Optimization exercise on an open flow, not production practice.
RTL: at most simulated, not proved equivalent.
Power: default activity.

**design/flow/run.sh**
```bash
#!/bin/bash
# synth_recipe.tcl (not shown) runs the flow's synth.tcl, then flattens the netlist and writes it again
# the make line also repeats each setting of config.mk as NAME=value (left out here)
make -C /OpenROAD-flow-scripts/flow DESIGN_CONFIG=/design/flow/config.mk WORK_HOME=/design/flow/orfs CLKGATE_MAP_FILE= SYNTH_SCRIPT=/design/flow/synth_recipe.tcl finish
```
**design/flow/config.mk**
```make
export PLATFORM = sky130hd
export DESIGN_NAME = pipelinedCpu
export DESIGN_NICKNAME = pipelinedCpu
export VERILOG_FILES = /design/flow/design.v
export SDC_FILE = /design/flow/constraint.sdc
export NUM_CORES = 4
export LEC_CHECK = 0
export CAP_MARGIN = 20
export CORE_MARGIN = 2
export CORE_UTILIZATION = 60
export SETUP_SLACK_MARGIN = 3.6
export SLEW_MARGIN = 20
```
**design/flow/constraint.sdc**
```tcl
create_clock -name core_clock -period 6.0 [get_ports {clk}]
set_input_delay 1.2000 -clock core_clock [delete_from_list [all_inputs] [get_ports {clk}]]
set_output_delay 1.2000 -clock core_clock [all_outputs]
set_load 0.01 [all_outputs]
```
**design/flow/design.v**
```verilog
package cpuPkg;
    localparam int DataWidth = 8;
    localparam int RegCount = 8;
    typedef logic [DataWidth-1:0] data_t;
    typedef logic [$clog2(RegCount)-1:0] regIdx_t;
    typedef enum logic [3:0] {
        RType = 4'd0,
        Load  = 4'd2,
        Store = 4'd3,
        Jump  = 4'd4,
        Addi  = 4'd8,
        Beq   = 4'd9
    } opcode_t;
    typedef enum logic [2:0] {
        Add = 3'd0,
        Sub = 3'd1,
        And = 3'd4,
        Or  = 3'd5,
        Xor = 3'd6,
        Slt = 3'd7
    } funct_t;
    typedef enum logic [2:0] {
        AluAdd,
        AluSub,
        AluAnd,
        AluOr,
        AluXor,
        AluSlt
    } aluOp_t;
    typedef struct packed {
        opcode_t opcode;
        funct_t  funct;
        regIdx_t rd;      
        regIdx_t rs1;     
        regIdx_t rs2;     
    } rFormat_t;
    typedef struct packed {
        opcode_t    opcode;
        funct_t     funct;
        regIdx_t    rd;       
        regIdx_t    rs1;
        logic [2:0] imm3;
    } iFormat_t;
    typedef struct packed {
        opcode_t    opcode;
        logic [5:0] spare;
        logic [5:0] off6;     
    } jFormat_t;
    typedef union packed {
        rFormat_t r;
        iFormat_t i;
        jFormat_t j;
    } instrWord_t;
    typedef struct packed {
        logic   regWrite;
        logic   memWrite;
        logic   memToReg;
        logic   useImm;
        logic   isBranch;
        logic   isJump;
        aluOp_t aluOp;
    } ctrl_t;
    typedef struct packed {
        data_t   pc;
        ctrl_t   ctrl;
        data_t   rs1Val;
        data_t   rs2Val;
        data_t   imm;       
        regIdx_t rd;
        regIdx_t rs1Idx;
        regIdx_t rs2Idx;
    } idEx_t;
    typedef struct packed {
        data_t   aluResult;
        data_t   storeData;
        regIdx_t rd;
        logic    regWrite;
        logic    memWrite;
        logic    memToReg;
    } exMem_t;
    typedef struct packed {
        logic    valid;
        regIdx_t regIdx;
        data_t   data;
    } wbResult_t;
    typedef struct packed {
        logic  taken;
        data_t target;
    } redirect_t;
    typedef enum logic [1:0] {
        None,
        FromMem,
        FromWb
    } forwardSel_t;
endpackage
`timescale 1ns/10ps
module pipelinedCpu #(
    parameter int DataWords = 256
) (
    input  logic               clk,
    input  logic               reset,
    input  cpuPkg::instrWord_t instr,
    output cpuPkg::data_t      instrAddr,
    output cpuPkg::wbResult_t  wb
);
    localparam logic [3:0] OpR = 4'd0, OpLoad = 4'd2, OpStore = 4'd3, OpJump = 4'd4,
                           OpAddi = 4'd8, OpBeq = 4'd9;
    localparam logic [2:0] AluAdd = 3'd0, AluSub = 3'd1, AluAnd = 3'd4, AluOr = 3'd5,
                           AluXor = 3'd6, AluSlt = 3'd7;
    logic [7:0] pc;
    logic [7:0] regs [1:7];
    logic [7:0] mem [DataWords];
    logic       wrE, loadE, storeE, beqE;
    logic [2:0] aluOpE;
    logic [2:0] rdE;
    logic [7:0] aE, bE, immE, targetE;
    logic       fAmE, fAwE, fBmE, fBwE;
    logic       wrM, loadM, storeM;
    logic [2:0] rdM;
    logic [7:0] aluM, addrM, storeDataM;
    logic [15:0] loM;
    logic       wbValid;
    logic [2:0] wbIdx;
    logic [7:0] wbData;
    assign instrAddr = pc;
    assign wb = {wbValid, wbIdx, wbData};
    logic [3:0] op;
    logic [2:0] funct, rdF, rs1F, rs2F;
    logic [7:0] imm3x, off6x;
    assign op    = instr[15:12];
    assign funct = instr[11:9];
    assign rdF   = instr[8:6];
    assign rs1F  = instr[5:3];
    assign rs2F  = instr[2:0];
    assign imm3x = {{5{instr[2]}}, instr[2:0]};
    assign off6x = {{2{instr[5]}}, instr[5:0]};
    logic       isR, rValid, isAddi, isLoad, isStore, isBeq, isJump;
    logic       beqStatic, beqDyn;
    logic       wrF, useA, useB;
    logic [2:0] srcB;
    assign isR     = (op == OpR);
    assign rValid  = isR && (funct != 3'd2) && (funct != 3'd3);
    assign isAddi  = (op == OpAddi);
    assign isLoad  = (op == OpLoad);
    assign isStore = (op == OpStore);
    assign isBeq   = (op == OpBeq);
    assign isJump  = (op == OpJump);
    assign beqStatic = isBeq && (rs1F == rdF);
    assign beqDyn    = isBeq && (rs1F != rdF) && (instr[2:0] != 3'd1);
    assign wrF  = (rValid || isAddi || isLoad) && (rdF != 3'd0);
    assign useA = rValid || isAddi || isLoad || isStore || beqDyn;
    assign useB = rValid || isStore || beqDyn;    
    assign srcB = isR ? rs2F : rdF;
    function automatic logic [7:0] readReg(input logic [2:0] idx, input logic [7:0] r1,
        input logic [7:0] r2, input logic [7:0] r3, input logic [7:0] r4,
        input logic [7:0] r5, input logic [7:0] r6, input logic [7:0] r7,
        input logic wv, input logic [2:0] wi, input logic [7:0] wd);
        if (idx == 3'd0) readReg = 8'd0;
        else if (wv && wi == idx) readReg = wd;
        else begin
            case (idx)
                3'd1: readReg = r1;
                3'd2: readReg = r2;
                3'd3: readReg = r3;
                3'd4: readReg = r4;
                3'd5: readReg = r5;
                3'd6: readReg = r6;
                default: readReg = r7;
            endcase
        end
    endfunction
    logic [7:0] aF, bF;
    assign aF = readReg(rs1F, regs[1], regs[2], regs[3], regs[4], regs[5], regs[6], regs[7],
                        wbValid, wbIdx, wbData);
    assign bF = readReg(srcB, regs[1], regs[2], regs[3], regs[4], regs[5], regs[6], regs[7],
                        wbValid, wbIdx, wbData);
    logic stall;
    assign stall = loadE && wrE &&
                   ((useA && rs1F == rdE) || (useB && srcB == rdE));
    logic fAm, fAw, fBm, fBw;
    assign fAm = useA && wrE && (rdE == rs1F);
    assign fAw = useA && !fAm && wrM && (rdM == rs1F);
    assign fBm = useB && wrE && (rdE == srcB);
    assign fBw = useB && !fBm && wrM && (rdM == srcB);
    logic [7:0] bOpF;
    assign bOpF = isR || isStore || isBeq ? bF : imm3x;
    logic [7:0] srcAE, srcBE, aluE, addrE;
    logic       takenE;
    assign srcAE = fAmE ? aluM : fAwE ? wbData : aE;
    assign srcBE = fBmE ? aluM : fBwE ? wbData : bE;
    assign addrE = srcAE + immE;    
    always_comb begin
        case (aluOpE)
            AluSub:  aluE = srcAE - srcBE;
            AluAnd:  aluE = srcAE & srcBE;
            AluOr:   aluE = srcAE | srcBE;
            AluXor:  aluE = srcAE ^ srcBE;
            AluSlt:  aluE = ($signed(srcAE) < $signed(srcBE)) ? 8'd1 : 8'd0;
            default: aluE = srcAE + srcBE;
        endcase
    end
    assign takenE = beqE && (srcAE == srcBE);
    logic [7:0] pcNext;
    always_comb begin
        if (takenE)                  pcNext = targetE;
        else if (stall)              pcNext = pc;
        else if (isJump)             pcNext = pc + off6x;
        else if (beqStatic)          pcNext = pc + imm3x;
        else                         pcNext = pc + 8'd1;
    end
    always_ff @(posedge clk or posedge reset) begin
        if (reset) pc <= 8'd0;
        else       pc <= pcNext;
    end
    logic issue;
    assign issue = !takenE && !stall;
    always_ff @(posedge clk or posedge reset) begin
        if (reset) begin
            wrE <= 1'b0;
            loadE <= 1'b0;
            storeE <= 1'b0;
            beqE <= 1'b0;
        end else begin
            wrE <= issue && wrF;
            loadE <= issue && isLoad;
            storeE <= issue && isStore;
            beqE <= issue && beqDyn;
        end
    end
    always_ff @(posedge clk) begin
        aluOpE <= isR ? funct : AluAdd;
        rdE <= rdF;
        aE <= aF;
        bE <= bOpF;
        immE <= imm3x;
        targetE <= pc + imm3x;
        fAmE <= fAm;
        fAwE <= fAw;
        fBmE <= fBm;
        fBwE <= fBw;
    end
    always_ff @(posedge clk or posedge reset) begin
        if (reset) begin
            wrM <= 1'b0;
            loadM <= 1'b0;
            storeM <= 1'b0;
        end else begin
            wrM <= wrE;
            loadM <= loadE;
            storeM <= storeE;
        end
    end
    always_ff @(posedge clk) begin
        rdM <= rdE;
        aluM <= aluE;
        addrM <= addrE;
        storeDataM <= srcBE;
        for (int k = 0; k < 16; k++) loM[k] <= (addrE[3:0] == 4'(k));
    end
    logic [7:0] rowData [16];
    logic [7:0] rdataM;
    logic [15:0] hiM;
    always_comb begin
        for (int j = 0; j < 16; j++) hiM[j] = (addrM[7:4] == 4'(j));
        for (int j = 0; j < 16; j++) begin
            rowData[j] = 8'd0;
            for (int k = 0; k < 16; k++) begin
                rowData[j] = rowData[j] | (loM[k] ? mem[16 * j + k] : 8'd0);
            end
        end
        rdataM = 8'd0;
        for (int j = 0; j < 16; j++) begin
            rdataM = rdataM | (hiM[j] ? rowData[j] : 8'd0);
        end
    end
    always_ff @(posedge clk or posedge reset) begin
        if (reset) begin
            for (int i = 0; i < DataWords; i++) mem[i] <= 8'd0;
        end else begin
            for (int i = 0; i < DataWords; i++) begin
                if (storeM && hiM[i / 16] && loM[i % 16]) mem[i] <= storeDataM;
            end
        end
    end
    always_ff @(posedge clk or posedge reset) begin
        if (reset) wbValid <= 1'b0;
        else       wbValid <= wrM;
    end
    always_ff @(posedge clk) begin
        wbIdx <= rdM;
        wbData <= loadM ? rdataM : aluM;
    end
    always_ff @(posedge clk or posedge reset) begin
        if (reset) begin
            for (int i = 1; i < 8; i++) regs[i] <= 8'(i);
        end else if (wbValid) begin
            for (int i = 1; i < 8; i++) begin
                if (wbIdx == 3'(i)) regs[i] <= wbData;
            end
        end
    end
endmodule
```
==> reports/metrics.yaml, run 1 <==
clocking:
  clk_pin_slew_ns: 0.07
  clock_path_buffers: 3
  insertion_delay_ns: 0.89
  htree_levels: 4
  clock-sinks: 2207
  cts_tree: "yes"
  root_buffer: "clkbuf_16"
  cts_inserted_buffers: 222
cells_and_area:
  synthToLayoutAreaGrowth_pct: 16.5
  final_nets: 7473
  design_area_sq_mm: 0.113
  drive_gt1_frac: 0.455
outcome:
  status: "no timing/DRC/antenna violations"
die:
  num_io_pins: 38
  core_sq_mm: 0.160
  num_rows: 147
  die_w_um: 406
  die_h_um: 406
  dieArea_sq_mm: 0.165
  initial_utilization: 0.603
setup_path:
  slowest_delay_ns: 0.64
  crit_slowest_cell: "nor4_4"
  start_kind: "flip-flop"
  critPathKind: "reg2reg"
  required_ns: 6.71
  r2r-start: "loM[15]$_DFF_P_"
  crit_path_start: "loM[15]$_DFF_P_"
  worstPathCellList: "buf_8, a22o_1, a221oi_1, nand3_1, o21ai_2, nand4_1, nor4_4, a21oi_2"
  worstPathArrival_ns: 3.82
  crit_fanout: 18
  endpoint_kind: "flip-flop"
sta:
  tns_ns: 0
  clock.fmax_mhz: 322
  period_needed_ns: 3.11
  maxSlewViolCount: 0
  setup_viol: 0
  timing.final.crit_share: 0.518
  finalHoldViolCount: 0
  worst_pin_slew_ns: 1.29
  rsz0062_at_grt: "yes"
  slew_headroom: 0.139
  skew_ns: 0.0291
synthesis:
  synth_seq_cells: 2207
  synth_fp_nets: 7382
  synth_area_sq_mm: 0.0968
  synth_edf_count: 0
  yosys-top-cells-area: "dfrtp_1 55%, mux2_2 24%, a22oi_1 4.6%, a221oi_1 2.1%, a22o_1 2.1%"
  avgSynthCellArea_sq_um: 13.2
  synth_ff_type: "dfrtp_1"
  syn-instance-count: 7317
  ys_types: 80
  yosysTopAreaCellShare: 0.545
  ys_seq_area_frac: 0.566
  synthArstFlopShare: 0.961
  yosys.area.top_type: "dfrtp_1"
  yosysWarnings: 4
worst_hold_path:
  worstHoldPathType: "reg2reg"
  min_from: "rdM[0]$_DFF_P_"
power_and_ir_drop:
  ir_drop_mv: 0.383
  power_leakage_uw: 0.0549
  power.density_mw_per_mm2: 332
routing:
  via_per_inst: 6.85
  wl_mm: 312
  drt_iter0_drc: 7265
  firstDrtPassIters: 5
  route.vias.total: 66892
  drc: 0
  avgRoutedWirePerCell_um: 32.0
  ant_nets: 0
place:
  gp_congestion: 0.865
  io_buffers: 37
  place_area_sq_mm: 0.0996
  place_hpwl_mm: 178
global_route:
  grt_antenna_before_repair: 7
  first_global_vias: 66904
  grt_pass1_wl_mm: 459
  grt_remaining_overflow: 0
  grt_max_degree: 205
  grt_usage: 0.378
flow_run:
  maxCapViolCount: 0
power by group:
| part | internal, uW | leakage, uW | total [uW] | switching (uW) |
|---|---|---|---|---|
| registers | 15700 | 0.0302 | 16500 | 872 |
| logic | 2290 | 0.0210 | 6780 | 4490 |
| clock network | 8150 | 0.00370 | 14100 | 6000 |
| total | 26100 | 0.0549 | 37500 | 11400 |
registers in the layout, summed over array words and instances (netlist names), 3 cells and up:
signal and cells:
loM 16, bE 8, wbIdx 3, targetE 8, aluM 8, regs 56, pc 8, wbData 8
mem 2048, addrM 4, rdE 3, aE 8, storeDataM 8, rdM 3, aluOpE 3, immE 3
per-stage QoR:
stage                     total power (uW)  setup slack, ns  instances  utilization  hold WS [ns]
after floorplan                      19300           -24.63       7317            -         0.331
after global placement               21700             1.49       9113        0.621         0.393
after detailed placement             21700             1.46       9114        0.621         0.390
after CTS                            37000             2.99       9680        0.692         0.390
after global routing                 38500             2.86       9757        0.703         0.406
final                                37500             2.89       9759        0.703         0.390
worst max-delay path, delay by kind of cell, from the launching register on:
family                 cells  cell delay (ns)
AO/OA/AOI/OAI              4             0.90
buffers and inverters      1             0.22
flip-flops                 1             0.46
AND/OR/NAND/NOR            3             1.34
cell families (layout without fill, tap and decap cells):
kind of cell,after synthesis,after routing,share of synthesized area
AND/OR/NAND/NOR,858,860,0.0423
adder cells (fa/ha/maj),47,47,0.00639
buffers and inverters,620,895,0.0243
AO/OA/AOI/OAI,1423,1423,0.110
flip-flops,2207,2207,0.566
XOR/XNOR,48,48,0.00434
multiplexers,2114,2115,0.246
other,0,4,0
final timing paths:
| kind | endpoint | slack (ns) | cells past startpoint |
|---|---|---|---|
| max in group asynchronous | regs[4][4]$_DFFE_PP0P_ | 3.73 | 5 |
| hold reg to reg | wbIdx[0]$_DFF_P_ | 0.39 | 0 |
| setup reg to reg | wbData[0]$_DFF_P_ | 2.89 | 8 |
| hold / removal | wbIdx[0]$_DFF_P_ | 0.39 | 0 |
| min in group asynchronous | mem[151][5]$_DFFE_PP0P_ | 1.10 | 2 |
| setup / recovery | wbData[0]$_DFF_P_ | 2.89 | 8 |
what timing repair did:
action | CTS | global route
gates resized for setup | 784 | 265
endpoints found under the setup margin | 2247 | 979
pin swaps | 109 | 117
setup buffers | 140 | 69
cloned | 15 | 5
endpoints found under the hold margin | 0 | 0
hold buffers | 0 | 0
cell usage after synthesis (all sizes together), types with 32 or more instances:
library cell / instances
nand3: 146
buf: 96
dfrtp: 2108
dfxtp: 87
ha: 43
nand2: 360
nor2: 90
nor3: 32
mux2: 2083
a22o: 229
a221oi: 236
clkbuf: 474
nand4: 133
a22oi: 589
o21ai: 189
a21oi: 72
inv: 50
per-layer routing:
| metal | vias to the layer above | track usage | part of all wire |
|---|---|---|---|
| met4 | 6 | 0.144 | 0.043 |
| li1 | 27711 | - | - |
| met2 | 2746 | 0.587 | 0.46 |
| met1 | 35714 | 0.532 | 0.42 |
| met5 | - | 0 | 0.000077 |
| met3 | 715 | 0.0692 | 0.077 |
final cells by class:
| type | instances | area (sq um) |
|---|---|---|
| Antenna cell | 4 | 10.0 |
| Clock buffer | 343 | 6750 |
| Clock inverter | 68 | 723 |
| Fill cell | 11171 | 47600 |
| Inverter | 50 | 199 |
| Multi-Input combinational cell | 4493 | 42200 |
| Sequential cell | 2207 | 55000 |
| Tap cell | 2160 | 2700 |
| Timing Repair Buffer | 433 | 5180 |
| Timing Repair inverter | 1 | 5.00 |
layout by cell type (no fill, tap or decap), drive strengths merged, types with 6 or more instances in the layout:
cell	synthesis	layout
xor2	18	18
a22oi	589	589
nand2	360	360
dfrtp	2108	2108
a21oi	72	72
bufbuf	0	13
clkinv	0	47
nand3	146	146
and2	22	23
o21a	21	21
nor2b	14	14
buf	96	407
o21bai	7	7
mux2	2083	2084
and3	7	8
dfxtp	87	87
bufinv	0	10
ha	43	43
a221oi	236	236
o21ai	189	189
dfstp	12	12
o211ai	7	7
xnor2	30	30
or3	6	6
inv	50	56
mux2i	28	28
nor4	14	14
clkbuf	474	348
nand2b	13	13
nor3	32	32
a22o	229	229
a211oi	9	9
a21o	8	8
nand4	133	133
nor2	90	90
o221ai	10	10
clkinvlp	0	6
Testbench counts, summed over its fixed seeds: cycles 126,236, instrs 118,231.
==> inputs of run 2 (changes only) <==
--- a/design/flow/config.mk
+++ b/design/flow/config.mk
@@ -7,6 +7,6 @@
 export LEC_CHECK = 0
-export CAP_MARGIN = 20
+export CAP_MARGIN = 40
 export CORE_MARGIN = 2
-export CORE_UTILIZATION = 60
-export SETUP_SLACK_MARGIN = 3.6
-export SLEW_MARGIN = 20
+export CORE_UTILIZATION = 30
+export SETUP_SLACK_MARGIN = 3.5
+export SLEW_MARGIN = 40
==> reports/metrics.yaml, run 2 <==
outcome:
  status: "no timing/DRC/antenna violations"
cells_and_area:
  postLayoutCoreUtil: 0.362  # -0.341
  design_area_sq_mm: 0.116  # +3.0%
  final_nets: 7552  # +1.1%
  largest_reg_flops: 2048  # unchanged
  layout_common_cells: "2,099 x dfrtp_1, 2,060 x mux2_2, 568 x a22oi_1"
  layout_commonest_cell: "dfrtp_1"
  top_register: "mem"
  synthToLayoutAreaGrowth_pct: 20.0
  largestRegisters: "mem x2048, regs x56, loM x16"
  drive_gt1_frac: 0.449  # -0.00631
  fillCellCount: 30684  # +170%
power_and_ir_drop:
  intPower_uw: 26400  # +1.2%
  fin_total_pwr_uw: 38200  # +1.9%
  power.net_switching_uw: 11800  # +3.6%
  power_leakage_uw: 0.0553  # +0.60%
  power_frac_seq: 0.431  # -0.010
  switching_share: 0.308  # +0.00501
  ir_drop_mv: 0.249  # -35%
  pwr-share-comb: 0.195  # +0.014
  power.share.clock: 0.374  # -0.004
  power.density_mw_per_mm2: 329  # -1.1%
sta:
  rsz0062_at_grt: "yes"
  finalHoldViolCount: 0  # unchanged
  worst_pin_slew_ns: 0.865  # -0.426 ns
  tns_ns: 0  # unchanged
  period_needed_ns: 3.33  # +0.227 ns
  maxSlewViolCount: 0  # unchanged
  slew_headroom: 0.423  # +0.284
  skew_ns: 0.0624  # +0.0332 ns
  clock.fmax_mhz: 300  # -6.8%
  setup_viol: 0  # unchanged
  timing.final.crit_share: 0.556  # +0.0378
routing:
  via_per_inst: 5.64  # -18%
  ant_nets: 0  # unchanged
  wl_mm: 336  # +7.8%
  drc: 0  # unchanged
  firstDrtPassIters: 6  # +1
  drt_iter0_drc: 6767  # -6.9%
  route.vias.total: 67519  # +0.94%
  avgRoutedWirePerCell_um: 28.1  # -12%
clocking:
  clk_pin_slew_ns: 0.06  # about the same
  root_buffer: "clkbuf_16"
  htree_levels: 4  # unchanged
  postCtsHoldBufs: 0  # unchanged
  clock-sinks: 2207  # unchanged
  clock_path_buffers: 4  # +1
  cts_tree: "yes"
  insertion_delay_ns: 0.89  # about the same
  cts_inserted_buffers: 228  # +2.7%
synthesis:
  yosys-top-cells-area: "dfrtp_1 55%, mux2_2 24%, a22oi_1 4.6%, a221oi_1 2.1%, a22o_1 2.1%"
  yosysWarnings: 4  # unchanged
  synth_compound_area_frac: 0.110  # unchanged
  synthArstFlopShare: 0.961  # unchanged
  synth_edf_count: 0  # unchanged
  synth_top_family_by_area: "multiplexers"
  synth_seq_cells: 2207  # unchanged
  synth_area_sq_mm: 0.0968  # unchanged
  synthAdderAreaFrac: 0.00639  # unchanged
  avgSynthCellArea_sq_um: 13.2  # unchanged
  netlist_top_cells_count: "2,108 x dfrtp_1, 2,061 x mux2_2, 589 x a22oi_1"
  yosys.area.top_type: "dfrtp_1"
  yosys.area_share.simple: 0.0423  # unchanged
  synth_fp_nets: 7382  # unchanged
  synth_ff_type: "dfrtp_1"
  synthXorXnorAreaFrac: 0.00434  # unchanged
  ys_seq_area_frac: 0.566  # unchanged
  yosysMostFrequentCell: "dfrtp_1"
  syn-instance-count: 7317  # unchanged
  yosysTopAreaCellShare: 0.545  # unchanged
  synth.mux.area_fraction: 0.246  # unchanged
  ys_types: 80  # unchanged
flow_run:
  maxCapViolCount: 0  # unchanged
setup_path:
  start_kind: "flip-flop"
  r2r-start: "loM[0]$_DFF_P_"
  worstPathArrival_ns: 4.04  # +0.22 ns
  required_ns: 6.71  # about the same
  endpoint_kind: "flip-flop"
  critPathKind: "reg2reg"
  crit_fanout: 22  # +4
  reg2reg_depth: 9  # +1
  rr_endpoint: "wbData[7]$_DFF_P_"
  reg2reg_slack_ns: 2.67  # -0.23 ns
place:
  place_area_sq_mm: 0.103  # +3.1%
  io_buffers: 37  # unchanged
  gp_congestion: 0.836  # -3.3%
  place_hpwl_mm: 190  # +6.4%
die:
  num_rows: 208  # +41%
  num_io_pins: 38  # unchanged
  core_sq_mm: 0.321  # +100%
  initial_utilization: 0.301  # -0.302
  die_h_um: 572  # +41%
  dieArea_sq_mm: 0.327  # +99%
  die_w_um: 572  # +41%
global_route:
  grt_remaining_overflow: 0  # unchanged
  first_global_vias: 68934  # +3.0%
  grt_usage: 0.200  # -0.178
  grt_antenna_before_repair: 13  # +6
  grt_pass1_wl_mm: 489  # +6.4%
  grt_max_degree: 182  # -11%
worst_hold_path:
  holdPathStages: 0  # unchanged
  min_to: "wbIdx[1]$_DFF_P_"
  worstHoldPathType: "reg2reg"
  min_from: "rdM[1]$_DFF_P_"
[run 2: cell counts after synthesis]
Identical to the previous run, type by type.
[run 2: worst max path at each step]
stage / start / to / slack, ns / cells past startpoint
finish: loM[0]$_DFF_P_ / wbData[7]$_DFF_P_ / 2.67 / 9
CTS: loM[8]$_DFF_P_ / wbData[7]$_DFF_P_ / 2.89 / 9
detailed placement: instr[12] / bE[2]$_DFF_P_ / 1.49 / 9
global placement: loM[8]$_DFF_P_ / wbData[3]$_DFF_P_ / 0.72 / 9
global route: loM[7]$_DFF_P_ / wbData[7]$_DFF_P_ / 2.82 / 9
floorplan: reset / beqE$_DFF_PP0_ / -24.63 / 1
[run 2: logic make-up after synthesis]
| group | after synthesis |
|---|---|
| XOR/XNOR | 48 |
| AO/OA/AOI/OAI | 1423 |
| flip-flops | 2207 |
| adder cells (fa/ha/maj) | 47 |
| buffers and inverters | 620 |
| multiplexers | 2114 |
| AND/OR/NAND/NOR | 858 |
[run 2: layer usage]
layer	up-vias	wire length, um	share of wire	track usage
met4	12	12800	0.038	0.0735
li1	27882	-	-	-
met5	-	85	0.00025	0
met3	640	28200	0.084	0.0421
met1	36173	144000	0.43	0.275
met2	2812	151000	0.45	0.309
[run 2: power by group through the flow]
stage	Combinational (uW)	Clock, uW	Sequential, uW
after CTS	6810	14400	16500
after global routing	7670	15100	16500
final	7450	14300	16500
after detailed placement	4890	0	17000
after floorplan	2960	0	16400
after global placement	4750	0	17100
[run 2: area by class of cell]
class	instances	area, sq um	area share
Sequential cell	2207	55000	0.473
Multi-Input combinational cell	4493	41900	0.361
Clock buffer	348	6740	0.0580
Timing Repair Buffer	507	6360	0.0548
Tap cell	4305	5390	0.0464
Clock inverter	50	626	0.00538
Inverter	50	194	0.00167
Antenna cell	3	7.51	0.0000646
[run 2: repair_timing]
item | CTS | global route
endpoints found under the setup margin | 2000 | 1464
pin swaps | 101 | 77
setup buffers | 185 | 56
gates cloned | 20 | 7
gates resized for setup | 740 | 192
[run 2: worst max-delay path, stage by stage, from the launching register on]
cell	delay [ns]
dfxtp_4	0.40
buf_12	0.17
buf_6	0.22
a22o_1	0.26
a221oi_1	0.29
nand4_1	0.47
a22oi_2	0.38
nand4_1	0.40
nor3_4	0.44
a21oi_1	0.11
[run 2: stage by stage]
stage          cells  setup slack (ns)  hold slack [ns]
6_report       11963              2.67            0.393
5_1_grt        11961              2.82            0.404
4_1_cts        11889              2.89            0.385
3_5_place_dp   11286              1.49            0.380
3_3_place_gp   11271             0.724            0.386
2_1_floorplan   7317            -24.63            0.331
==> inputs of run 3 (changes only) <==
--- a/design/flow/design.v
+++ b/design/flow/design.v
@@ -113,3 +113,5 @@
     logic       wrE, loadE, storeE, beqE;
-    logic [2:0] aluOpE;
+    logic       opAddE, opSubE, opAndE, opOrE, opXorE, opSltE;
+    logic [15:0] loE;
+    logic [7:0] baseLE, addrLE;
     logic [2:0] rdE;
@@ -120,3 +122,6 @@
     logic [7:0] aluM, addrM, storeDataM;
-    logic [15:0] loM;
+    logic [7:0] rowM [16];
+    logic [15:0] hiM;
+    logic       stFwdM;
+    logic [7:0] stDataFwdM;
     logic       wbValid;
@@ -176,5 +181,13 @@
                         wbValid, wbIdx, wbData);
+    logic [7:0] baseF;
+    logic [15:0] loF;
+    logic       loadSlow;
+    assign baseF = (wrM && !loadM && rdM == rs1F) ? aluM : aF;
+    always_comb begin
+        for (int k = 0; k < 16; k++) loF[k] = (baseF[3:0] == 4'(4'(k) - imm3x[3:0]));
+    end
+    assign loadSlow = isLoad && ((wrE && rdE == rs1F) || (loadM && wrM && rdM == rs1F));
     logic stall;
-    assign stall = loadE && wrE &&
-                   ((useA && rs1F == rdE) || (useB && srcB == rdE));
+    assign stall = (loadE && wrE &&
+                    ((useA && rs1F == rdE) || (useB && srcB == rdE))) || loadSlow;
     logic fAm, fAw, fBm, fBw;
@@ -191,13 +204,21 @@
     assign addrE = srcAE + immE;    
+    logic [7:0] sumE, diffE;
+    logic       ltE;
+    assign sumE = srcAE + srcBE;
+    assign diffE = srcAE - srcBE;
+    assign ltE = (srcAE[7] != srcBE[7]) ? srcAE[7] : diffE[7];    
+    assign aluE = ({8{opAddE}} & sumE) | ({8{opSubE}} & diffE) | ({8{opAndE}} & (srcAE & srcBE))
+                | ({8{opOrE}} & (srcAE | srcBE)) | ({8{opXorE}} & (srcAE ^ srcBE))
+                | {7'd0, opSltE & ltE};
+    assign takenE = beqE && (srcAE == srcBE);
+    assign addrLE = baseLE + immE;
+    logic [7:0] rowE [16];
     always_comb begin
-        case (aluOpE)
-            AluSub:  aluE = srcAE - srcBE;
-            AluAnd:  aluE = srcAE & srcBE;
-            AluOr:   aluE = srcAE | srcBE;
-            AluXor:  aluE = srcAE ^ srcBE;
-            AluSlt:  aluE = ($signed(srcAE) < $signed(srcBE)) ? 8'd1 : 8'd0;
-            default: aluE = srcAE + srcBE;
-        endcase
+        for (int j = 0; j < 16; j++) begin
+            rowE[j] = 8'd0;
+            for (int k = 0; k < 16; k++) begin
+                rowE[j] = rowE[j] | (loE[k] ? mem[16 * j + k] : 8'd0);
+            end
+        end
     end
-    assign takenE = beqE && (srcAE == srcBE);
     logic [7:0] pcNext;
@@ -230,3 +251,10 @@
     always_ff @(posedge clk) begin
-        aluOpE <= isR ? funct : AluAdd;
+        opAddE <= !isR || funct == AluAdd;
+        opSubE <= isR && funct == AluSub;
+        opAndE <= isR && funct == AluAnd;
+        opOrE <= isR && funct == AluOr;
+        opXorE <= isR && funct == AluXor;
+        opSltE <= isR && funct == AluSlt;
+        baseLE <= baseF;
+        loE <= loF;
         rdE <= rdF;
@@ -257,19 +285,14 @@
         storeDataM <= srcBE;
-        for (int k = 0; k < 16; k++) loM[k] <= (addrE[3:0] == 4'(k));
+        for (int j = 0; j < 16; j++) rowM[j] <= rowE[j];
+        for (int j = 0; j < 16; j++) hiM[j] <= (addrLE[7:4] == 4'(j));
+        stFwdM <= storeM && (addrM == addrLE);
+        stDataFwdM <= storeDataM;
     end
-    logic [7:0] rowData [16];
     logic [7:0] rdataM;
-    logic [15:0] hiM;
     always_comb begin
-        for (int j = 0; j < 16; j++) hiM[j] = (addrM[7:4] == 4'(j));
-        for (int j = 0; j < 16; j++) begin
-            rowData[j] = 8'd0;
-            for (int k = 0; k < 16; k++) begin
-                rowData[j] = rowData[j] | (loM[k] ? mem[16 * j + k] : 8'd0);
-            end
-        end
         rdataM = 8'd0;
         for (int j = 0; j < 16; j++) begin
-            rdataM = rdataM | (hiM[j] ? rowData[j] : 8'd0);
+            rdataM = rdataM | (hiM[j] ? rowM[j] : 8'd0);
         end
+        if (stFwdM) rdataM = stDataFwdM;
     end
@@ -280,3 +303,3 @@
             for (int i = 0; i < DataWords; i++) begin
-                if (storeM && hiM[i / 16] && loM[i % 16]) mem[i] <= storeDataM;
+                if (storeM && addrM == 8'(i)) mem[i] <= storeDataM;
             end
==> reports/metrics.yaml, run 3 <==
setup_path:
  start_kind: "flip-flop"
  crit_fanout: 6  # -73%
  crit_buf_inv: 2  # unchanged
  endpoint_kind: "flip-flop"
  slowest_delay_ns: 0.45  # -0.02 ns
  required_ns: 6.80  # +0.09 ns
  r2r-start: "fBwE$_DFF_P_"
  crit_path_start: "fBwE$_DFF_P_"
  crit_slowest_cell: "fa_1"
  critPathKind: "reg2reg"
  worstPathArrival_ns: 3.69  # -0.35 ns
  crit_top_cell: "nor2_1"
  worstPathCellList: "buf_4, mux2i_1, o21a_1, ha_1, inv_1, a21oi_2, nor2_1, nor2_1, o21bai_1, fa_1, nand2_1, o21ai_1, a221oi_2, nand3_1"
  crit_family: "adder cells"
routing:
  met1_length_mm: 141  # -2.4%
  drt_iter0_drc: 6230  # -7.9%
  route.vias.total: 68233  # +1.1%
  via_per_inst: 5.60  # -0.83%
  wl_met2_mm: 157  # +4.4%
  firstDrtPassIters: 6  # unchanged
  wl_mm: 340  # +1.0%
  highest_layer: "met5"
  ant_nets: 0  # unchanged
  avgRoutedWirePerCell_um: 27.9  # -0.87%
  drc: 0  # unchanged
  wl_met3_mm: 25.7  # -9.0%
clocking:
  postCtsHoldBufs: 0  # unchanged
  htree_levels: 5  # +1
  cts_tree: "yes"
  clk_pin_slew_ns: 0.06  # about the same
  clock-sinks: 2375  # +7.6%
  clock_path_buffers: 4  # unchanged
  root_buffer: "clkbuf_16"
  cts_inserted_buffers: 277  # +21%
  insertion_delay_ns: 0.98  # +0.09 ns
sta:
  period_needed_ns: 2.89  # -0.440 ns
  slew_headroom: 0.379  # -0.0441
  skew_ns: 0.0655  # +0.00313 ns
  maxSlewViolCount: 0  # unchanged
  finalHoldViolCount: 0  # unchanged
  tns_ns: 0  # unchanged
  clock.fmax_mhz: 345  # +15%
  hold_ws_ns: 0.383  # -0.00956 ns
  setup_ws_ns: 3.11  # +0.440 ns
  setup_viol: 0  # unchanged
  timing.final.crit_share: 0.482  # -0.0733
  worst_pin_slew_ns: 0.931  # +0.0661 ns
  rsz0062_at_grt: "yes"
power_and_ir_drop:
  power.net_switching_uw: 12000  # +1.9%
  intPower_uw: 28800  # +9.1%
  power_leakage_uw: 0.0564  # +2.1%
  ir_drop_mv: 0.377  # +51%
  power_frac_seq: 0.446  # +0.015
  power.share.clock: 0.404  # +0.030
  switching_share: 0.294  # -0.0145
  power.density_mw_per_mm2: 341  # +3.8%
  pwr-share-comb: 0.150  # -0.045
synthesis:
  synth_ff_type: "dfrtp_1"
  synth_seq_cells: 2375  # +7.6%
  ys_types: 89  # +11%
  yosysWarnings: 5  # +1
  netlist_top_cells_count: "2,122 x mux2_2, 2,108 x dfrtp_1, 528 x a221oi_1"
  yosysTopAreaCellShare: 0.520  # -0.0251
  yosys.area.top_type: "dfrtp_1"
  synth_fp_nets: 7502  # +1.6%
  yosys-top-cells-area: "dfrtp_1 52%, mux2_2 24%, dfxtp_1 5.0%, a221oi_1 4.6%, a22o_1 4.5%"
  yosysMostFrequentCell: "mux2_2"
  avgSynthCellArea_sq_um: 13.7  # +3.4%
  synthArstFlopShare: 0.893  # -0.0679
  synth_edf_count: 0  # unchanged
  ys_seq_area_frac: 0.573  # +0.00707
  synth_area_sq_mm: 0.101  # +4.8%
  syn-instance-count: 7419  # +1.4%
cells_and_area:
  synthToLayoutAreaGrowth_pct: 17.9
  layout_common_cells: "2,120 x mux2_2, 2,098 x dfrtp_1, 522 x a221oi_1"
  design_area_sq_mm: 0.120  # +2.9%
  drive_gt1_frac: 0.430  # -0.0192
  largestRegisters: "mem x2048, rowM x128, regs x56"
  top_register: "mem"
  layout_commonest_cell: "mux2_2"
  final_nets: 7561  # +0.12%
  largest_reg_flops: 2048  # unchanged
  postLayoutCoreUtil: 0.355  # -0.00648
place:
  place_hpwl_mm: 203  # +6.8%
  gp_congestion: 0.895  # +7.0%
  place_area_sq_mm: 0.107  # +4.4%
  pre_cts_ws_ns: 1.41  # -0.0869 ns
  io_buffers: 37  # unchanged
worst_hold_path:
  min_from: "loadE$_DFF_PP0_"
  worstHoldPathType: "reg2reg"
die:
  num_io_pins: 38  # unchanged
  die_h_um: 586  # +2.4%
  core_sq_mm: 0.337  # +4.8%
  dieArea_sq_mm: 0.343  # +4.8%
  num_rows: 213  # +2.4%
  initial_utilization: 0.301  # about the same
  die_w_um: 586  # +2.4%
outcome:
  status: "no timing/DRC/antenna violations"
global_route:
  grt_pass1_wl_mm: 497  # +1.7%
  grt_usage: 0.195  # -0.00502
  grt_max_degree: 166  # -8.8%
  grt_antenna_before_repair: 11  # -2
  first_global_vias: 70649  # +2.5%
  grt_remaining_overflow: 0  # unchanged
flow_run:
  maxCapViolCount: 0  # unchanged
## run 3: cell type report
type,instances,area (sq um)
fill,31995,217000
antenna,3,7.51
clock buffer,410,8230
timing repair buffer,351,3970
multi-input combinational,4427,42600
sequential,2375,58300
tap,4515,5650
clock inverter,64,601
inverter,46,184
## run 3: power by group through the flow
stage / registers, uW / clock network [uW] / logic (uW)
floorplan: 17600 / 0 / 3330
global placement: 18600 / 0 / 4820
detailed placement: 18500 / 0 / 5020
CTS: 18100 / 16800 / 5780
global route: 18200 / 17500 / 6440
finish: 18200 / 16500 / 6120
## run 3: worst paths after layout
check / end / slack (ns) / depth (start not counted)
worst max register to register: aluM[7]$_DFF_P_ / 3.11 / 14
worst min-delay path: loadM$_DFF_PP0_ / 0.38 / 0
max in group asynchronous: mem[211][0]$_DFFE_PP0P_ / 3.84 / 6
worst min register to register: loadM$_DFF_PP0_ / 0.38 / 0
worst max-delay path: aluM[7]$_DFF_P_ / 3.11 / 14
min in group asynchronous: mem[60][2]$_DFFE_PP0P_ / 0.59 / 3
## run 3: metal layers
metal	vias to the layer above	track usage
met2	2740	0.311
met3	793	0.0394
met5	-	0
met4	2	0.0841
met1	36503	0.256
li1	28195	-
## run 3: per-stage QoR
step                      total power [uW]  cells
after global placement               23400  11538
after floorplan                      21000   7419
after detailed placement             23600  11550
after CTS                            40700  12145
after global routing                 42100  12189
final                                40800  12191
## run 3: logic make-up after synthesis
kind of cell / count (synthesis) / synth area share
flops: 2375 / 0.573
fa+ha+maj: 65 / 0.00846
compound gates: 1314 / 0.109
mux: 2159 / 0.240
buf+inv: 618 / 0.0236
simple gates: 808 / 0.0382
xor+xnor: 80 / 0.00725
## run 3: repair_timing
item                        CTS  global route
setup endpoints to repair  2101           621
pin swaps                    49            46
cloned                        5             1
hold endpoints to repair      0             0
gates resized for setup     480           178
buffers inserted            116            38
Testbench counts of run 3, summed over its fixed seeds: cycles 127,269, instrs 118,231.
==> inputs of run 4 (changes only) <==
--- a/design/flow/design.v
+++ b/design/flow/design.v
@@ -118,3 +118,3 @@
     logic [7:0] aE, bE, immE, targetE;
-    logic       fAmE, fAwE, fBmE, fBwE;
+    logic       fAmE, fBmE;
     logic       wrM, loadM, storeM;
@@ -122,2 +122,3 @@
     logic [7:0] aluM, addrM, storeDataM;
+    logic [15:0] wloM;    
     logic [7:0] rowM [16];
@@ -176,7 +177,10 @@
     endfunction
-    logic [7:0] aF, bF;
-    assign aF = readReg(rs1F, regs[1], regs[2], regs[3], regs[4], regs[5], regs[6], regs[7],
+    logic [7:0] aR, bR, aF, bF;
+    assign aR = readReg(rs1F, regs[1], regs[2], regs[3], regs[4], regs[5], regs[6], regs[7],
                         wbValid, wbIdx, wbData);
-    assign bF = readReg(srcB, regs[1], regs[2], regs[3], regs[4], regs[5], regs[6], regs[7],
+    assign bR = readReg(srcB, regs[1], regs[2], regs[3], regs[4], regs[5], regs[6], regs[7],
                         wbValid, wbIdx, wbData);
+    logic [7:0] resultM;
+    assign aF = (wrM && rdM == rs1F) ? resultM : aR;
+    assign bF = (wrM && rdM == srcB) ? resultM : bR;
     logic [7:0] baseF;
@@ -184,3 +188,3 @@
     logic       loadSlow;
-    assign baseF = (wrM && !loadM && rdM == rs1F) ? aluM : aF;
+    assign baseF = (wrM && rdM == rs1F) ? aluM : aR;
     always_comb begin
@@ -192,7 +196,5 @@
                     ((useA && rs1F == rdE) || (useB && srcB == rdE))) || loadSlow;
-    logic fAm, fAw, fBm, fBw;
+    logic fAm, fBm;
     assign fAm = useA && wrE && (rdE == rs1F);
-    assign fAw = useA && !fAm && wrM && (rdM == rs1F);
     assign fBm = useB && wrE && (rdE == srcB);
-    assign fBw = useB && !fBm && wrM && (rdM == srcB);
     logic [7:0] bOpF;
@@ -201,10 +203,49 @@
     logic       takenE;
-    assign srcAE = fAmE ? aluM : fAwE ? wbData : aE;
-    assign srcBE = fBmE ? aluM : fBwE ? wbData : bE;
-    assign addrE = srcAE + immE;    
+    assign srcAE = fAmE ? aluM : aE;
+    assign srcBE = fBmE ? aluM : bE;
+    assign addrE = addPrefix(srcAE, immE, 1'b0);    
+    function automatic logic [7:0] addPrefix(input logic [7:0] x, input logic [7:0] y,
+                                             input logic cin);
+        logic [7:0] p, g, gg, pp, gn, pn;
+        p = x ^ y;
+        g = x & y;
+        g[0] = g[0] | (p[0] & cin);
+        gg = g;
+        pp = p;
+        for (int d = 1; d < 8; d = d * 2) begin
+            gn = gg;
+            pn = pp;
+            for (int i = d; i < 8; i++) begin
+                gn[i] = gg[i] | (pp[i] & gg[i - d]);
+                pn[i] = pp[i] & pp[i - d];
+            end
+            gg = gn;
+            pp = pn;
+        end
+        addPrefix = p ^ {gg[6:0], cin};
+    endfunction
+    function automatic logic carry7(input logic [6:0] x, input logic [6:0] y);
+        logic [6:0] p, g, gg, pp, gn, pn;
+        p = x | y;
+        g = x & y;
+        g[0] = p[0];
+        gg = g;
+        pp = p;
+        for (int d = 1; d < 7; d = d * 2) begin
+            gn = gg;
+            pn = pp;
+            for (int i = d; i < 7; i++) begin
+                gn[i] = gg[i] | (pp[i] & gg[i - d]);
+                pn[i] = pp[i] & pp[i - d];
+            end
+            gg = gn;
+            pp = pn;
+        end
+        carry7 = gg[6];
+    endfunction
     logic [7:0] sumE, diffE;
     logic       ltE;
-    assign sumE = srcAE + srcBE;
-    assign diffE = srcAE - srcBE;
-    assign ltE = (srcAE[7] != srcBE[7]) ? srcAE[7] : diffE[7];    
+    assign sumE = addPrefix(srcAE, srcBE, 1'b0);
+    assign diffE = addPrefix(srcAE, ~srcBE, 1'b1);
+    assign ltE = (srcAE[7] != srcBE[7]) ? srcAE[7] : !carry7(srcAE[6:0], ~srcBE[6:0]);
     assign aluE = ({8{opAddE}} & sumE) | ({8{opSubE}} & diffE) | ({8{opAndE}} & (srcAE & srcBE))
@@ -213,3 +254,3 @@
     assign takenE = beqE && (srcAE == srcBE);
-    assign addrLE = baseLE + immE;
+    assign addrLE = addPrefix(baseLE, immE, 1'b0);
     logic [7:0] rowE [16];
@@ -265,5 +306,3 @@
         fAmE <= fAm;
-        fAwE <= fAw;
         fBmE <= fBm;
-        fBwE <= fBw;
     end
@@ -284,2 +323,3 @@
         addrM <= addrE;
+        for (int k = 0; k < 16; k++) wloM[k] <= (addrE[3:0] == 4'(k));
         storeDataM <= srcBE;
@@ -298,2 +338,7 @@
     end
+    assign resultM = loadM ? rdataM : aluM;
+    logic [15:0] whiM;
+    always_comb begin
+        for (int j = 0; j < 16; j++) whiM[j] = (addrM[7:4] == 4'(j));
+    end
     always_ff @(posedge clk or posedge reset) begin
@@ -303,3 +348,3 @@
             for (int i = 0; i < DataWords; i++) begin
-                if (storeM && addrM == 8'(i)) mem[i] <= storeDataM;
+                if (storeM && whiM[i / 16] && wloM[i % 16]) mem[i] <= storeDataM;
             end
@@ -313,3 +358,3 @@
         wbIdx <= rdM;
-        wbData <= loadM ? rdataM : aluM;
+        wbData <= resultM;
     end
==> reports/metrics.yaml, run 4 <==
cells_and_area:
  layout_common_cells: "2,105 x mux2_2, 2,098 x dfrtp_1, 522 x a22o_1"
  synthToLayoutAreaGrowth_pct: 17.7
  design_area_sq_mm: 0.120  # +0.13%
  final_nets: 7574  # +0.17%
  final_cell_count_no_fill: 12205  # +0.11%
  largest_reg_flops: 2048  # unchanged
  largestRegisters: "mem x2048, rowM x128, regs x56"
  top_register: "mem"
  fillCellCount: 31907  # -0.28%
  drive_gt1_frac: 0.417  # -0.0132
  layout_commonest_cell: "mux2_2"
  multi_input_area_sq_mm: 0.0423  # -0.68%
  final-seq-area_sq_mm: 0.0587  # +0.53%
clocking:
  insertion_delay_ns: 0.94  # -0.04 ns
  root_buffer: "clkbuf_16"
  clock_path_buffers: 4  # unchanged
  cts_tree: "yes"
  htree_levels: 5  # unchanged
  cts_inserted_buffers: 277  # unchanged
  clk_pin_slew_ns: 0.06  # about the same
  clock-sinks: 2389  # +0.59%
  postCtsHoldBufs: 0  # unchanged
sta:
  timing.final.crit_share: 0.452  # -0.0308
  period_needed_ns: 2.71  # -0.185 ns
  finalHoldViolCount: 0  # unchanged
  rsz0062_at_grt: "yes"
  tns_ns: 0  # unchanged
  skew_ns: 0.0810  # +0.0155 ns
  clock.fmax_mhz: 369  # +6.8%
  worst_pin_slew_ns: 0.883  # -0.0483 ns
  setup_viol: 0  # unchanged
  maxSlewViolCount: 0  # unchanged
  slew_headroom: 0.411  # +0.0322
power_and_ir_drop:
  fin_total_pwr_uw: 41800  # +2.4%
  power_leakage_uw: 0.0567  # +0.55%
  power.density_mw_per_mm2: 349  # +2.3%
  ir_drop_mv: 0.334  # -11%
synthesis:
  synth.mux.area_fraction: 0.238  # -0.00237
  ys_seq_area_frac: 0.574  # +0.00105
  yosys-top-cells-area: "dfrtp_1 52%, mux2_2 23%, dfxtp_1 5.3%, a221oi_1 4.6%, a22o_1 4.5%"
  synth_area_sq_mm: 0.102  # +0.30%
  synthArstFlopShare: 0.887  # -0.00523
  syn-instance-count: 7404  # -0.20%
  synth_edf_count: 0  # unchanged
  avgSynthCellArea_sq_um: 13.7  # +0.50%
  synth_fp_nets: 7493  # -0.12%
  synth_compound_area_frac: 0.111  # +0.00206
  yosys.area.top_type: "dfrtp_1"
  ys_types: 97  # +9.0%
  synth_ff_type: "dfrtp_1"
  synthAdderAreaFrac: 0.00910  # +0.000639
  yosysTopAreaCellShare: 0.518  # -0.00155
  netlist_top_cells_count: "2,108 x dfrtp_1, 2,108 x mux2_2, 540 x a221oi_1"
  synthXorXnorAreaFrac: 0.00773  # +0.000483
  synth_seq_cells: 2389  # +0.59%
  yosysWarnings: 5  # unchanged
  synth_top_family_by_area: "multiplexers"
  yosys.area_share.simple: 0.0357  # -0.00252
setup_path:
  crit_buf_inv: 1  # -1
  crit_fanout: 2  # -4
  reg2reg_slack_ns: 3.31  # +0.20 ns
  worstPathCellList: "buf_6"
  critPathKind: "reg2out"
  crit_slowest_cell: "dfrtp_2"
  worstPathArrival_ns: 1.51  # -2.18 ns
  crit_family: "flip-flops"
  required_ns: 4.80  # -2.00 ns
  slowest_delay_ns: 0.44  # about the same
  start_kind: "flip-flop"
  endpoint_kind: "output port"
routing:
  route.vias.total: 68449  # +0.32%
  firstDrtPassIters: 6  # unchanged
  drt_iter0_drc: 6217  # -0.21%
  met1_length_mm: 147  # +4.7%
  wl_mm: 341  # +0.36%
  avgRoutedWirePerCell_um: 27.9  # +0.25%
  via_per_inst: 5.61  # +0.20%
  ant_nets: 0  # unchanged
  wl_met3_mm: 24.9  # -3.1%
  wl_met2_mm: 155  # -1.7%
  highest_layer: "met5"
  drc: 0  # unchanged
die:
  die_w_um: 586  # +0.15%
  initial_utilization: 0.302  # +0.000422
  num_io_pins: 38  # unchanged
  core_sq_mm: 0.337  # +0.16%
  num_rows: 213  # unchanged
  die_h_um: 586  # +0.15%
  dieArea_sq_mm: 0.344  # +0.30%
global_route:
  first_global_vias: 69758  # -1.3%
  grt_antenna_before_repair: 12  # +1
  grt_max_degree: 153  # -7.8%
  grt_usage: 0.195  # -0.000211
  grt_remaining_overflow: 0  # unchanged
  grt_pass1_wl_mm: 496  # -0.13%
place:
  io_buffers: 37  # unchanged
  placed_cells: 11544  # -0.052%
  place_hpwl_mm: 200  # -1.2%
  place_area_sq_mm: 0.108  # +0.27%
  gp_congestion: 0.887  # -0.92%
flow_run:
  maxCapViolCount: 0  # unchanged
worst_hold_path:
  worstHoldPathType: "reg2reg"
outcome:
  status: "no timing/DRC/antenna violations"
[run 4: cell types whose count changed after synthesis, sizes merged, moves of 10 or more]
| cell | before | now |
|---|---|---|
| o21a | 19 | 4 |
| mux2 | 2123 | 2109 |
| clkbuf | 494 | 484 |
| a222oi | 0 | 10 |
| inv | 45 | 70 |
| nand3 | 55 | 34 |
| nor2 | 125 | 78 |
| a221oi | 528 | 540 |
| dfxtp | 255 | 269 |
[run 4: cells by family (layout without fill, tap and decap cells)]
kind of cell	Yosys count	after routing
multiplexers	2148	2148
adder cells (fa/ha/maj)	71	71
buffers and inverters	638	919
AND/OR/NAND/NOR	742	742
other	0	4
XOR/XNOR	81	82
AO/OA/AOI/OAI	1335	1335
flip-flops	2389	2389
[run 4: routing by layer]
layer	up-vias	track usage
met4	2	0.0754
li1	28226	-
met5	-	0
met2	2661	0.304
met1	36828	0.265
met3	732	0.0383
[run 4: path summary, 6_finish.rpt]
check                                      start                       to  depth (start not counted)
max                            pc[0]$_DFFE_PP0P_             instrAddr[0]                          1
min                        storeDataM[2]$_DFF_P_    stDataFwdM[2]$_DFF_P_                          0
max reg2reg                         fBmE$_DFF_P_          aluM[6]$_DFF_P_                         11
min reg2reg                storeDataM[2]$_DFF_P_    stDataFwdM[2]$_DFF_P_                          0
max in group asynchronous                  reset   mem[96][7]$_DFFE_PP0P_                          4
min in group asynchronous                  reset  mem[190][5]$_DFFE_PP0P_                          2
[run 4: metrics by stage]
stage | util | hold WS (ns) | worst slack [ns]
floorplan | - | 0.331 | -24.63
global placement | 0.318 | 0.403 | 1.35
detailed placement | 0.319 | 0.372 | 1.35
CTS | 0.351 | 0.387 | 3.22
global route | 0.355 | 0.393 | 3.20
finish | 0.355 | 0.386 | 3.29
[run 4: area by class of cell]
cell class                 instances  share of cell area
antenna                            4           0.0000836
inverter                          71             0.00238
tap                             4515              0.0472
sequential                      2389               0.490
clock buffer                     429              0.0694
multi-input combinational       4378               0.353
clock inverter                    51             0.00337
timing repair buffer             368              0.0344
[run 4: repair_timing]
item                       in CTS  in global routing
gates cloned                    8                  1
setup buffers                  94                 66
pin swaps                      47                 73
setup endpoints to repair     619                597
resized for setup             358                184
[run 4: report_power, final]
part	switching, uW	internal (uW)
logic	4330	2280
registers	1680	17200
clock network	6610	9670
total	12600	29200
Testbench counts of run 4, summed over its fixed seeds: cycles 127,269, instrs 118,231.
==> inputs of run 5 (changes only) <==
--- a/design/flow/config.mk
+++ b/design/flow/config.mk
@@ -10,2 +10,4 @@
 export CORE_UTILIZATION = 30
+export CTS_CLUSTER_DIAMETER = 100
+export CTS_CLUSTER_SIZE = 24
 export SETUP_SLACK_MARGIN = 3.5
==> reports/metrics.yaml, run 5 <==
global_route:
  grt_pass1_wl_mm: 485  # -2.2%
  first_global_vias: 68131  # -2.3%
  grt_usage: 0.190  # -0.00503
  grt_antenna_before_repair: 12  # unchanged
  grt_remaining_overflow: 0  # unchanged
  grt_max_degree: 153  # unchanged
sta:
  worst_pin_slew_ns: 1.14  # +0.254 ns
  maxSlewViolCount: 0  # unchanged
  skew_ns: 0.0786  # -0.00237 ns
  setup_viol: 0  # unchanged
  finalHoldViolCount: 0  # unchanged
  rsz0062_at_grt: "yes"
  tns_ns: 0  # unchanged
  period_needed_ns: 2.67  # -0.0383 ns
  timing.final.crit_share: 0.445  # -0.00639
  slew_headroom: 0.237  # -0.175
  hold_ws_ns: 0.393  # +0.00761 ns
  clock.fmax_mhz: 374  # +1.4%
cells_and_area:
  layout_common_cells: "2,105 x mux2_2, 2,098 x dfrtp_1, 522 x a22o_1"
  largestRegisters: "mem x2048, rowM x128, regs x56"
  layout_commonest_cell: "mux2_2"
  final_nets: 7396  # -2.4%
  largest_reg_flops: 2048  # unchanged
  drive_gt1_frac: 0.393  # -0.0234
  synthToLayoutAreaGrowth_pct: 12.4
  top_register: "mem"
  postLayoutCoreUtil: 0.339  # -0.0158
die:
  num_rows: 213  # unchanged
  die_h_um: 586  # unchanged
  initial_utilization: 0.302  # unchanged
  core_sq_mm: 0.337  # unchanged
  num_io_pins: 38  # unchanged
  die_w_um: 586  # unchanged
  dieArea_sq_mm: 0.344  # unchanged
synthesis:
  yosysWarnings: 5  # unchanged
  netlist_top_cells_count: "2,108 x dfrtp_1, 2,108 x mux2_2, 540 x a221oi_1"
  synth_seq_cells: 2389  # unchanged
  yosys-top-cells-area: "dfrtp_1 52%, mux2_2 23%, dfxtp_1 5.3%, a221oi_1 4.6%, a22o_1 4.5%"
  yosys.area.top_type: "dfrtp_1"
  ys_seq_area_frac: 0.574  # unchanged
  syn-instance-count: 7404  # unchanged
  synth_area_sq_mm: 0.102  # unchanged
  ys_types: 97  # unchanged
  synth_ff_type: "dfrtp_1"
  avgSynthCellArea_sq_um: 13.7  # unchanged
  synthArstFlopShare: 0.887  # unchanged
  synth_fp_nets: 7493  # unchanged
  synth_edf_count: 0  # unchanged
  yosysTopAreaCellShare: 0.518  # unchanged
routing:
  route.vias.total: 67131  # -1.9%
  drt_iter0_drc: 6702  # +7.8%
  wl_mm: 333  # -2.4%
  firstDrtPassIters: 7  # +1
  ant_nets: 0  # unchanged
  drc: 0  # unchanged
  avgRoutedWirePerCell_um: 27.9  # about the same
  via_per_inst: 5.63  # +0.39%
clocking:
  cts_tree: "yes"
  insertion_delay_ns: 0.86  # -0.08 ns
  root_buffer: "clkbuf_16"
  clock_path_buffers: 3  # -1
  cts_inserted_buffers: 114  # -59%
  htree_levels: 3  # -2
  clock-sinks: 2389  # unchanged
  clk_pin_slew_ns: 0.10  # +0.04 ns
setup_path:
  required_ns: 6.71  # +1.91 ns
  endpoint_kind: "flip-flop"
  crit_fanout: 8  # +6
  worstPathArrival_ns: 3.38  # +1.87 ns
  start_kind: "input port"
  critPathKind: "in2reg"
power_and_ir_drop:
  fin_total_pwr_uw: 34700  # -17%
  power_leakage_uw: 0.0540  # -4.8%
  ir_drop_mv: 0.258  # -23%
  power.density_mw_per_mm2: 303  # -13%
worst_hold_path:
  worstHoldPathType: "reg2reg"
place:
  gp_congestion: 0.887  # unchanged
  io_buffers: 37  # unchanged
  place_hpwl_mm: 200  # unchanged
outcome:
  status: "no timing/DRC/antenna violations"
flow_run:
  maxCapViolCount: 0  # unchanged
-- run 5: final cells by class --
cell class	instances	area, sq um
inverter	71	282
timing repair buffer	353	3950
clock inverter	17	305
antenna	5	12.5
clock buffer	196	3210
fill	32411	223000
sequential	2389	58600
multi-input combinational	4378	42300
tap	4515	5650
-- run 5: critical path, cell delays in order --
cell and delay [ns]:
buf_12 0.11, nor4_4 0.28, buf_6 0.19, mux2i_4 0.25
buf_6 0.14, xor2_1 0.15, nand4_1 0.20, buf_4 0.20
a22o_4 0.25, mux2i_1 0.13, mux2_4 0.27
-- run 5: through the flow --
stage | setup slack, ns | std cells | instance area (sq um)
floorplan | -24.63 | 7404 | 102000
global placement | 1.35 | 11535 | 107000
detailed placement | 1.35 | 11544 | 108000
CTS | 3.33 | 11881 | 113000
global route | 3.27 | 11919 | 114000
finish | 3.33 | 11924 | 114000
-- run 5: power breakdown --
group          switching (uW)  leakage [uW]  internal [uW]  total [uW]
combinational            4290        0.0206           2300        6580
sequential               1670        0.0317          17200       18900
clock                    5450       0.00166           3760        9210
-- run 5: what timing repair did --
| action | in CTS | in global routing |
|---|---|---|
| setup buffers | 116 | 30 |
| hold buffers | 0 | 0 |
| endpoints found under the setup margin | 533 | 572 |
| cloned | 8 | 1 |
| pin swaps | 69 | 70 |
| resized for setup | 417 | 131 |
-- run 5: metal layers --
layer | vias up | wire length (um) | global-route usage
li1 | 27714 | - | -
met1 | 36366 | 145000 | 0.263
met2 | 2486 | 152000 | 0.298
met3 | 559 | 22900 | 0.0316
met4 | 6 | 13100 | 0.0678
met5 | - | 40 | 0
-- run 5: cells by family (layout without fill, tap and decap cells) --
group | count (synthesis) | in the layout | synth area share
flip-flops | 2389 | 2389 | 0.574
multiplexers | 2148 | 2148 | 0.238
AO/OA/AOI/OAI | 1335 | 1335 | 0.111
AND/OR/NAND/NOR | 742 | 742 | 0.0357
buffers and inverters | 638 | 637 | 0.0242
XOR/XNOR | 81 | 82 | 0.00773
adder cells (fa/ha/maj) | 71 | 71 | 0.00910
other | 0 | 5 | 0
-- run 5: worst paths after layout --
check	depth (start not counted)	from	to	slack (ns)
worst min-delay path	0	storeDataM[2]$_DFF_P_	stDataFwdM[2]$_DFF_P_	0.39
worst min register to register	0	storeDataM[2]$_DFF_P_	stDataFwdM[2]$_DFF_P_	0.39
worst max-delay path	11	instr[12]	pc[1]$_DFFE_PP0P_	3.33
min in group asynchronous	2	reset	mem[190][5]$_DFFE_PP0P_	0.75
max in group asynchronous	5	reset	mem[52][3]$_DFFE_PP0P_	3.71
worst max register to register	11	fBmE$_DFF_P_	pc[3]$_DFFE_PP0P_	3.41
==> inputs of run 6 (changes only) <==
--- a/design/flow/design.v
+++ b/design/flow/design.v
@@ -115,3 +115,3 @@
     logic [15:0] loE;
-    logic [7:0] baseLE, addrLE;
+    logic [7:0] baseLE;
     logic [2:0] rdE;
@@ -161,6 +161,4 @@
         input logic [7:0] r2, input logic [7:0] r3, input logic [7:0] r4,
-        input logic [7:0] r5, input logic [7:0] r6, input logic [7:0] r7,
-        input logic wv, input logic [2:0] wi, input logic [7:0] wd);
+        input logic [7:0] r5, input logic [7:0] r6, input logic [7:0] r7);
         if (idx == 3'd0) readReg = 8'd0;
-        else if (wv && wi == idx) readReg = wd;
         else begin
@@ -178,6 +176,4 @@
     logic [7:0] aR, bR, aF, bF;
-    assign aR = readReg(rs1F, regs[1], regs[2], regs[3], regs[4], regs[5], regs[6], regs[7],
-                        wbValid, wbIdx, wbData);
-    assign bR = readReg(srcB, regs[1], regs[2], regs[3], regs[4], regs[5], regs[6], regs[7],
-                        wbValid, wbIdx, wbData);
+    assign aR = readReg(rs1F, regs[1], regs[2], regs[3], regs[4], regs[5], regs[6], regs[7]);
+    assign bR = readReg(srcB, regs[1], regs[2], regs[3], regs[4], regs[5], regs[6], regs[7]);
     logic [7:0] resultM;
@@ -253,4 +249,15 @@
                 | {7'd0, opSltE & ltE};
-    assign takenE = beqE && (srcAE == srcBE);
-    assign addrLE = addPrefix(baseLE, immE, 1'b0);
+    assign takenE = beqE && (fAmE ? (aluM == bE) : fBmE ? (aE == aluM) : (aE == bE));
+    logic [15:0] baseHiE, hiE;
+    logic [4:0]  loSumE;
+    logic        upE, downE;
+    assign loSumE = {1'b0, baseLE[3:0]} + {1'b0, immE[3:0]};
+    assign upE = loSumE[4] && !immE[7];
+    assign downE = !loSumE[4] && immE[7];
+    always_comb begin
+        for (int j = 0; j < 16; j++) baseHiE[j] = (baseLE[7:4] == 4'(j));
+        for (int j = 0; j < 16; j++) begin
+            hiE[j] = upE ? baseHiE[(j + 15) % 16] : downE ? baseHiE[(j + 1) % 16] : baseHiE[j];
+        end
+    end
     logic [7:0] rowE [16];
@@ -272,5 +279,4 @@
     end
-    always_ff @(posedge clk or posedge reset) begin
-        if (reset) pc <= 8'd0;
-        else       pc <= pcNext;
+    always_ff @(posedge clk) begin
+        pc <= reset ? 8'd0 : pcNext;
     end
@@ -326,4 +332,4 @@
         for (int j = 0; j < 16; j++) rowM[j] <= rowE[j];
-        for (int j = 0; j < 16; j++) hiM[j] <= (addrLE[7:4] == 4'(j));
-        stFwdM <= storeM && (addrM == addrLE);
+        hiM <= hiE;
+        stFwdM <= storeM && ((loE & wloM) != 16'd0) && ((hiE & whiM) != 16'd0);
         stDataFwdM <= storeDataM;
@@ -363,5 +369,5 @@
             for (int i = 1; i < 8; i++) regs[i] <= 8'(i);
-        end else if (wbValid) begin
+        end else if (wrM) begin
             for (int i = 1; i < 8; i++) begin
-                if (wbIdx == 3'(i)) regs[i] <= wbData;
+                if (rdM == 3'(i)) regs[i] <= resultM;
             end
==> reports/metrics.yaml, run 6 <==
synthesis:
  ys_types: 79  # -19%
  synth_ff_type: "dfrtp_1"
  ys_seq_area_frac: 0.576  # +0.00139
  netlist_top_cells_count: "2,100 x dfrtp_1, 2,054 x mux2_2, 538 x a221oi_1"
  syn-instance-count: 7484  # +1.1%
  yosys.area.top_type: "dfrtp_1"
  yosysWarnings: 5  # unchanged
  yosysTopAreaCellShare: 0.519  # about the same
  avgSynthCellArea_sq_um: 13.5  # -1.5%
  synth_fp_nets: 7568  # +1.0%
  yosys-top-cells-area: "dfrtp_1 52%, mux2_2 23%, dfxtp_1 5.4%, a221oi_1 4.7%, a22o_1 4.6%"
  synth_area_sq_mm: 0.101  # -0.45%
setup_path:
  crit_family: "compound AO/OA/AOI/OAI gates"
  start_kind: "flip-flop"
  worstPathCellList: "ha_1, nand3_2, a211o_4, xnor2_2, nor3_1, a221oi_1, o211a_1, nand3_1, o311a_1"
  required_ns: 6.70  # about the same
  worstPathArrival_ns: 3.30  # -0.08 ns
  slowest_delay_ns: 0.41  # +0.13 ns
  crit_fanout: 3  # -5
  critPathKind: "reg2reg"
  crit_buf_inv: 0  # -4
die:
  initial_utilization: 0.301  # -0.000633
  dieArea_sq_mm: 0.342  # -0.44%
  core_sq_mm: 0.336  # -0.24%
  die_h_um: 585  # -0.22%
  num_rows: 213  # unchanged
  die_w_um: 585  # -0.22%
sta:
  finalHoldViolCount: 0  # unchanged
  skew_ns: 0.0655  # -0.0131 ns
  maxSlewViolCount: 0  # unchanged
  slew_headroom: 0.318  # +0.0811
  clock.fmax_mhz: 385  # +2.7%
  rsz0062_at_grt: "yes"
  setup_viol: 0  # unchanged
  timing.final.crit_share: 0.433  # -0.0119
  worst_pin_slew_ns: 1.02  # -0.113 ns
  period_needed_ns: 2.60  # -0.0715 ns
  setup_ws_ns: 3.40  # +0.0715 ns
cells_and_area:
  layout_commonest_cell: "dfrtp_1"
  final_nets: 7394  # -0.027%
  synthToLayoutAreaGrowth_pct: 11.0
  largest_reg_flops: 2048  # unchanged
  top_register: "mem"
  multi_input_area_sq_mm: 0.0415  # -2.0%
  postLayoutCoreUtil: 0.334  # -0.00496
  fillCellCount: 32988  # +1.8%
routing:
  avgRoutedWirePerCell_um: 27.5  # -1.4%
  ant_nets: 0  # unchanged
  wl_mm: 328  # -1.4%
  firstDrtPassIters: 6  # -1
  route.vias.total: 66839  # -0.43%
clocking:
  clock-sinks: 2385  # -0.17%
  clock_path_buffers: 3  # unchanged
  root_buffer: "clkbuf_16"
  postCtsHoldBufs: 0  # unchanged
  cts_tree: "yes"
  insertion_delay_ns: 0.85  # about the same
  cts_inserted_buffers: 111  # -2.6%
outcome:
  status: "no timing/DRC/antenna violations"
worst_hold_path:
  worstHoldPathType: "reg2reg"
place:
  io_buffers: 37  # unchanged
  place_hpwl_mm: 199  # -0.35%
  gp_congestion: 0.906  # +2.2%
  pre_cts_ws_ns: 1.23  # -0.120 ns
power_and_ir_drop:
  ir_drop_mv: 0.283  # +9.6%
  fin_total_pwr_uw: 31300  # -9.7%
  power.density_mw_per_mm2: 278  # -8.2%
global_route:
  grt_usage: 0.187  # -0.00254
  first_global_vias: 68104  # -0.040%
  grt_antenna_before_repair: 18  # +6
flow_run:
  maxCapViolCount: 0  # unchanged
run 6: cell types whose count changed in the layout (fill, tap and decap cells not counted), moves of 12 or more:
| cell | before | now |
|---|---|---|
| buf_6 | 62 | 46 |
| a31oi_1 | 1 | 18 |
| buf_12 | 54 | 41 |
| a21oi_1 | 39 | 66 |
| buf_4 | 207 | 162 |
| nor2_1 | 71 | 111 |
| nand2_1 | 312 | 347 |
| mux2_2 | 2105 | 2050 |
| a22o_1 | 522 | 534 |
| o21ai_0 | 35 | 72 |
run 6: final timing paths:
kind	depth (start not counted)	end	slack, ns	startpoint
max	9	stFwdM$_DFF_P_	3.40	immE[1]$_DFF_P_
min	0	rdM[0]$_DFF_P_	0.42	rdE[0]$_DFF_P_
max reg2reg	9	stFwdM$_DFF_P_	3.40	immE[1]$_DFF_P_
min reg2reg	0	rdM[0]$_DFF_P_	0.42	rdE[0]$_DFF_P_
max in group asynchronous	5	mem[15][3]$_DFFE_PP0P_	3.60	reset
min in group asynchronous	2	mem[139][1]$_DFFE_PP0P_	1.06	reset
run 6: power by group:
part	switching [uW]	total [uW]	leakage [uW]	internal (uW)
registers	1080	18000	0.0316	16900
logic	2940	4260	0.0199	1320
clock network	5370	9060	0.00160	3690
total	9390	31300	0.0531	21900
run 6: repair_timing:
action	4_1_cts	5_1_grt
gates cloned	2	8
pin swaps	34	38
setup endpoints to repair	1279	1254
resized for setup	296	138
buffers inserted	67	29
run 6: layout make-up:
type / count / area share
Tap cell: 4515 / 0.0502
Inverter: 62 / 0.00216
Timing Repair inverter: 1 / 0.0000445
Antenna cell: 1 / 0.0000222
Clock buffer: 202 / 0.0284
Multi-Input combinational cell: 4467 / 0.369
Timing Repair Buffer: 282 / 0.0283
Clock inverter: 10 / 0.00171
Sequential cell: 2385 / 0.520
run 6: worst register-to-register path, stage by stage, from the launching register on:
cell	delay (ns)
dfxtp_4	0.37
ha_1	0.29
nand3_2	0.13
a211o_4	0.41
xnor2_2	0.16
nor3_1	0.11
a221oi_1	0.37
o211a_1	0.24
nand3_1	0.09
o311a_1	0.34
run 6: stage by stage:
| stage | hold slack [ns] | instances | cell area, sq um |
|---|---|---|---|
| after global placement | 0.408 | 11593 | 107000 |
| after floorplan | 0.326 | 7484 | 101000 |
| after global routing | 0.433 | 11924 | 112000 |
| after detailed placement | 0.395 | 11602 | 107000 |
| after CTS | 0.404 | 11883 | 111000 |
| final | 0.421 | 11925 | 112000 |
run 6: kinds of logic after synthesis:
| kind of cell | after synthesis | share of synthesized area |
|---|---|---|
| AND/OR/NAND/NOR | 812 | 0.0375 |
| multiplexers | 2087 | 0.232 |
| XOR/XNOR | 83 | 0.00740 |
| flip-flops | 2385 | 0.576 |
| AO/OA/AOI/OAI | 1417 | 0.115 |
| adder cells (fa/ha/maj) | 66 | 0.00845 |
| buffers and inverters | 634 | 0.0238 |
run 6: layer usage:
layer	vias up	track usage	share of wire
li1	27837	-	-
met1	36150	0.256	0.43
met2	2292	0.297	0.46
met3	552	0.0338	0.068
met4	8	0.0648	0.038
met5	-	0	0.00017
Testbench counts of run 6, summed over its fixed seeds: cycles 127,269, instrs 118,231.
